Background: an optimization exercise with open tools, aiming at small area, a short achievable clock period and few clock cycles. Do not read the settings as production practice.
Only simulation tests tie the RTL to the original design; equivalence was not proved.
No activity file was given, so power comes from the tool's default toggle rates.

== job 101 ==
// grid_cell_shape_membership_core
module grid_cell_shape_membership_core
(
  input  logic                 clk,
  input  logic                 rst,
  input  logic                 cfg_valid,
  output logic                 cfg_ready,
  input  logic [gcsm_pkg::CFG_IDX_W-1:0] cfg_index,
  input  logic [gcsm_pkg::VALUE_W-1:0]   cfg_data,
  input  logic                 in_valid,
  output logic                 in_ready,
  input  logic [gcsm_pkg::COORD_W-1:0]   cell_x,
  input  logic [gcsm_pkg::COORD_W-1:0]   cell_y,
  output logic                 out_valid,
  input  logic                 out_ready,
  output logic [gcsm_pkg::COORD_W-1:0]   out_x,
  output logic [gcsm_pkg::COORD_W-1:0]   out_y,
  output logic [gcsm_pkg::MARK_W-1:0]    mark,
  output logic signed [gcsm_pkg::VALUE_W-1:0] write_value,
  output logic                 shape_fits
);
Settings: LEC_CHECK=0, CAP_MARGIN=20, CORE_MARGIN=2, CORE_UTILIZATION=50, CTS_BUF_LIST=sky130_fd_sc_hd__clkbuf_8, SETUP_SLACK_MARGIN=3.9, SLEW_MARGIN=20; clock period 7.0 ns.
run.sh (not shown) runs the stock make flow with config.mk's settings and CLKGATE_MAP_FILE= SYNTH_SCRIPT=/design/flow/synth_recipe.tcl, a recipe that flattens the netlist after the stock synthesis.
Testbench counts of job 101, summed over its fixed seeds: cycles 14,784.
[inputs] job 102 vs job 101
# job 101
export LEC_CHECK = 0
export CAP_MARGIN = 20
export CORE_MARGIN = 2
export CORE_UTILIZATION = 50
export CTS_BUF_LIST = sky130_fd_sc_hd__clkbuf_8
export SETUP_SLACK_MARGIN = 3.9
export SLEW_MARGIN = 20
create_clock -name core_clock -period 7.0 [get_ports {clk}]
# job 102
export LEC_CHECK = 0
export CAP_MARGIN = 20
export CORE_MARGIN = 2
export CORE_UTILIZATION = 40
export CTS_BUF_LIST = sky130_fd_sc_hd__clkbuf_4
export SETUP_SLACK_MARGIN = 3.9
export SLEW_MARGIN = 20
create_clock -name core_clock -period 7.0 [get_ports {clk}]
[compare] base=job 101 new=job 102: switching part of the total rose by 0.73 points, post-route clock period utilization rose by 2.2 points, total wire length after detailed routing rose by about 0.34%.
The following lists how job 103 was set up differently from job 102:
# job 102
export LEC_CHECK = 0
export CAP_MARGIN = 20
export CORE_MARGIN = 2
export CORE_UTILIZATION = 40
export CTS_BUF_LIST = sky130_fd_sc_hd__clkbuf_4
export SETUP_SLACK_MARGIN = 3.9
export SLEW_MARGIN = 20
create_clock -name core_clock -period 7.0 [get_ports {clk}]
# job 103
export LEC_CHECK = 0
export CAP_MARGIN = 20
export CORE_MARGIN = 2
export CORE_UTILIZATION = 40
export SETUP_SLACK_MARGIN = 3.9
export SLEW_MARGIN = 20
create_clock -name core_clock -period 7.0 [get_ports {clk}]
Results
Peak supply drop delta for job 103 relative to job 102: 24% higher. Per the comparison of job 103 with job 102, final cell count went down; total global routing track utilization went down.
Edits applied to the flow inputs when going from job 103 to job 104:
# job 103
export LEC_CHECK = 0
export CAP_MARGIN = 20
export CORE_MARGIN = 2
export CORE_UTILIZATION = 40
export SETUP_SLACK_MARGIN = 3.9
export SLEW_MARGIN = 20
create_clock -name core_clock -period 7.0 [get_ports {clk}]
# job 104
export LEC_CHECK = 0
export CAP_MARGIN = 20
export CORE_MARGIN = 2
export CORE_UTILIZATION = 40
export CTS_BUF_LIST = sky130_fd_sc_hd__clkbuf_8
export SETUP_SLACK_MARGIN = 3.9
export SLEW_MARGIN = 20
create_clock -name core_clock -period 7.0 [get_ports {clk}]
Notes after the runs:
Per the final summary, job 104 finished and its layout is clean on timing, DRC and antenna. Against job 103, the final cell area of job 104 is lower. Average instance area after synthesis delta (job 104 -> job 103): insignificant. | worst voltage drop across the vdd grid | higher: job 103 |.
diff inputs: job 104 => job 105
# job 104
export LEC_CHECK = 0
export CAP_MARGIN = 20
export CORE_MARGIN = 2
export CORE_UTILIZATION = 40
export CTS_BUF_LIST = sky130_fd_sc_hd__clkbuf_8
export SETUP_SLACK_MARGIN = 3.9
export SLEW_MARGIN = 20
create_clock -name core_clock -period 7.0 [get_ports {clk}]
# job 105
export LEC_CHECK = 0
export CAP_MARGIN = 20
export CORE_MARGIN = 2
export CORE_UTILIZATION = 40
export CTS_BUF_LIST = sky130_fd_sc_hd__clkbuf_8
export PLACE_DENSITY = 0.6
export SETUP_SLACK_MARGIN = 3.9
export SLEW_MARGIN = 20
create_clock -name core_clock -period 7.0 [get_ports {clk}]
--- outcome ---
- Power: job 104 vs job 105, no meaningful difference
- On count of hold buffers inserted by post-cts repair, job 105 tracks job 104 almost exactly.
- Die area: job 104 vs job 105 identical
- ~same period utilization in job 104 and job 105

---

run 1:
grid_cell_shape_membership_core, a different RTL version from the one above (not shown whole).
Size in the first run: about 1,700 cells after synthesis, about 260 flip-flops, ~100 I/O pins, ~18,000 µm² of cells after synthesis.
Settings: LEC_CHECK=0, CAP_MARGIN=20, CORE_MARGIN=2, CORE_UTILIZATION=40, CTS_BUF_LIST=sky130_fd_sc_hd__clkbuf_4 sky130_fd_sc_hd__clkbuf_8, CTS_CLUSTER_SIZE=30, SETUP_SLACK_MARGIN=3.7, SLEW_MARGIN=20; clock period 7.0 ns.
Run 1: flow completed, timing, DRC and antenna clean
Testbench counts of run 1, summed over its fixed seeds: cycles 14,784.
Changes in run 2 relative to run 1:
diff --git a/flow/config.mk b/flow/config.mk
--- a/flow/config.mk
+++ b/flow/config.mk
@@ -8 +8 @@
-export CAP_MARGIN = 20
+export CAP_MARGIN = 0
@@ -11,2 +10,0 @@
-export CTS_BUF_LIST = sky130_fd_sc_hd__clkbuf_4 sky130_fd_sc_hd__clkbuf_8
-export CTS_CLUSTER_SIZE = 30
@@ -14 +12,2 @@
-export SLEW_MARGIN = 20
+export SLEW_MARGIN = 0
+export TNS_END_PERCENT = 5
## What came out
On run 2: power share of the combinational group is 2.5 points lower than what run 1 gave. The final layout from run 2, which completed every stage, passed the timing, design-rule and antenna checks at the end of the flow. Compared with run 1, in run 2 number of cell instances on the worst register-to-register path went down, share of the clock period used by the worst path after layout increased by 1.5 points relative to the old numbers. The via total after detailed routing in run 2 sits 375 below the value recorded for run 1. Going from run 1 to run 2, clock share of power moved up; wire length reported by the detailed router moved down; via count of the first global-routing pass moved down.
### run 2 -> run 3
diff --git a/flow/config.mk b/flow/config.mk
--- a/flow/config.mk
+++ b/flow/config.mk
@@ -8 +8 @@
-export CAP_MARGIN = 0
+export CAP_MARGIN = 20
@@ -10,0 +11,3 @@
+export CTS_BUF_LIST = sky130_fd_sc_hd__clkbuf_16
+export CTS_CLUSTER_DIAMETER = 150
+export CTS_CLUSTER_SIZE = 30
@@ -12,2 +15 @@
-export SLEW_MARGIN = 0
-export TNS_END_PERCENT = 5
+export SLEW_MARGIN = 20
Results
- Going from run 2 to run 3, highest cell delay on the worst timing path shrank by 0.04 ns, synthesized cell count neither gained nor lost much, register-to-register slack went down.
- Summary of run 3 over run 2: final core utilization went up 0.66 points; depth of the critical timing path with buffers and inverters included saw an increase.
- Going from run 2 to run 3, the initial antenna violation count was found to have gone down by 2.

---

== run A ==
grid_cell_shape_membership_core again, from the RTL that the note above started with.
Settings: LEC_CHECK=0, CAP_MARGIN=20, CORE_MARGIN=2, CORE_UTILIZATION=60, SETUP_SLACK_MARGIN=3.7, SLEW_MARGIN=20; clock period 7.0 ns.
Run A | stages: all done | timing, DRC, antenna: all pass
Testbench counts of run A, summed over its fixed seeds: cycles 14,784.
--- input diff run A..run B ---
- swapping 60 for 40 in CORE_UTILIZATION
==> summary.txt <==
Run B: done, clean on timing, DRC and antenna
Run B vs. run A: maximum number of pins on one net before global-route repair went up by 38%.
Changes observed in run B relative to run A: hold slack barely changed; effective utilization at floorplan dropped 20 points.
Die: run B bigger than run A

---

RTL: one of the versions met above, not the one the previous note started from.
Size in the first run: about 280 flip-flops, ~18000 um2 of cells after synthesis.
Settings: LEC_CHECK=0, CAP_MARGIN=20, CORE_MARGIN=2, CORE_UTILIZATION=50, CTS_BUF_LIST=sky130_fd_sc_hd__clkbuf_8, SETUP_SLACK_MARGIN=3.9, SLEW_MARGIN=20, TNS_END_PERCENT=20; clock period 7.0 ns.
The starting point finished clean.
Testbench counts at the start, summed over its fixed seeds: cycles 14,784.
Change:
Settings changed: SETUP_SLACK_MARGIN 3.9 to 4.1, TNS_END_PERCENT 20 to not set.
- maximum frequency rises by 3.0%
- synthesized area does not change
- global-route usage rises by 1.5 points

-- afterwards: timing with drivers on the ports --
No port has a modelled driver above. Below, the same layouts with a new extraction and two added sets of constraints. Step 1 sets driving cells, clkbuf_16 on the clock port and buf_2 on the other inputs (assumed; they add their load-dependent delay and slew). Step 2, shift: input delay + t, output delay - t, t = (earliest + latest rising clock arrival at the registers) / 2. This alone moves slack from input paths to output paths. Slacks: ideal ports / drivers / drivers and shift; pairs: ideal ports / drivers.
| run | t, ns | setup WS [ns] | clock arrival spread, ns | worst slew at a driven data input, ns | pins driven straight from the clock port |
|---|---|---|---|---|---|
| job 101 | 0.673 | 3.878 / 3.827 / 3.361 | 0.037 / 0.037 | 0.05 | 1 |
| job 102 | 0.843 | 3.723 / 3.674 / 3.199 | 0.064 / 0.064 | 0.05 | 1 |
| job 103 | 0.599 | 3.913 / 3.913 / 3.468 | 0.035 / 0.035 | 0.05 | 1 |
| job 104 | 0.649 | 3.908 / 3.885 / 3.349 | 0.037 / 0.037 | 0.06 | 1 |
| job 105 | 0.649 | 3.908 / 3.885 / 3.349 | 0.037 / 0.037 | 0.06 | 1 |
| run 1 | 0.679 | 3.552 / 3.552 / 3.183 | 0.042 / 0.041 | 0.07 | 1 |
| run 2 | 0.615 | 3.447 / 3.447 / 3.017 | 0.019 / 0.019 | 0.07 | 1 |
| run 3 | 0.565 | 3.408 / 3.408 / 3.275 | 0.031 / 0.030 | 0.06 | 1 |
| run A | 0.603 | 3.509 / 3.509 / 3.281 | 0.011 / 0.011 | 0.05 | 1 |
| run B | 0.631 | 3.622 / 3.610 / 3.203 | 0.031 / 0.031 | 0.06 | 1 |
| the first run of note 4 | 0.671 | 3.796 / 3.753 / 3.300 | 0.035 / 0.036 | 0.06 | 1 |
| the second run of note 4 | 0.690 | 3.890 / 3.847 / 3.515 | 0.042 / 0.043 | 0.05 | 1 |
After both steps setup and hold are still met in every run listed.
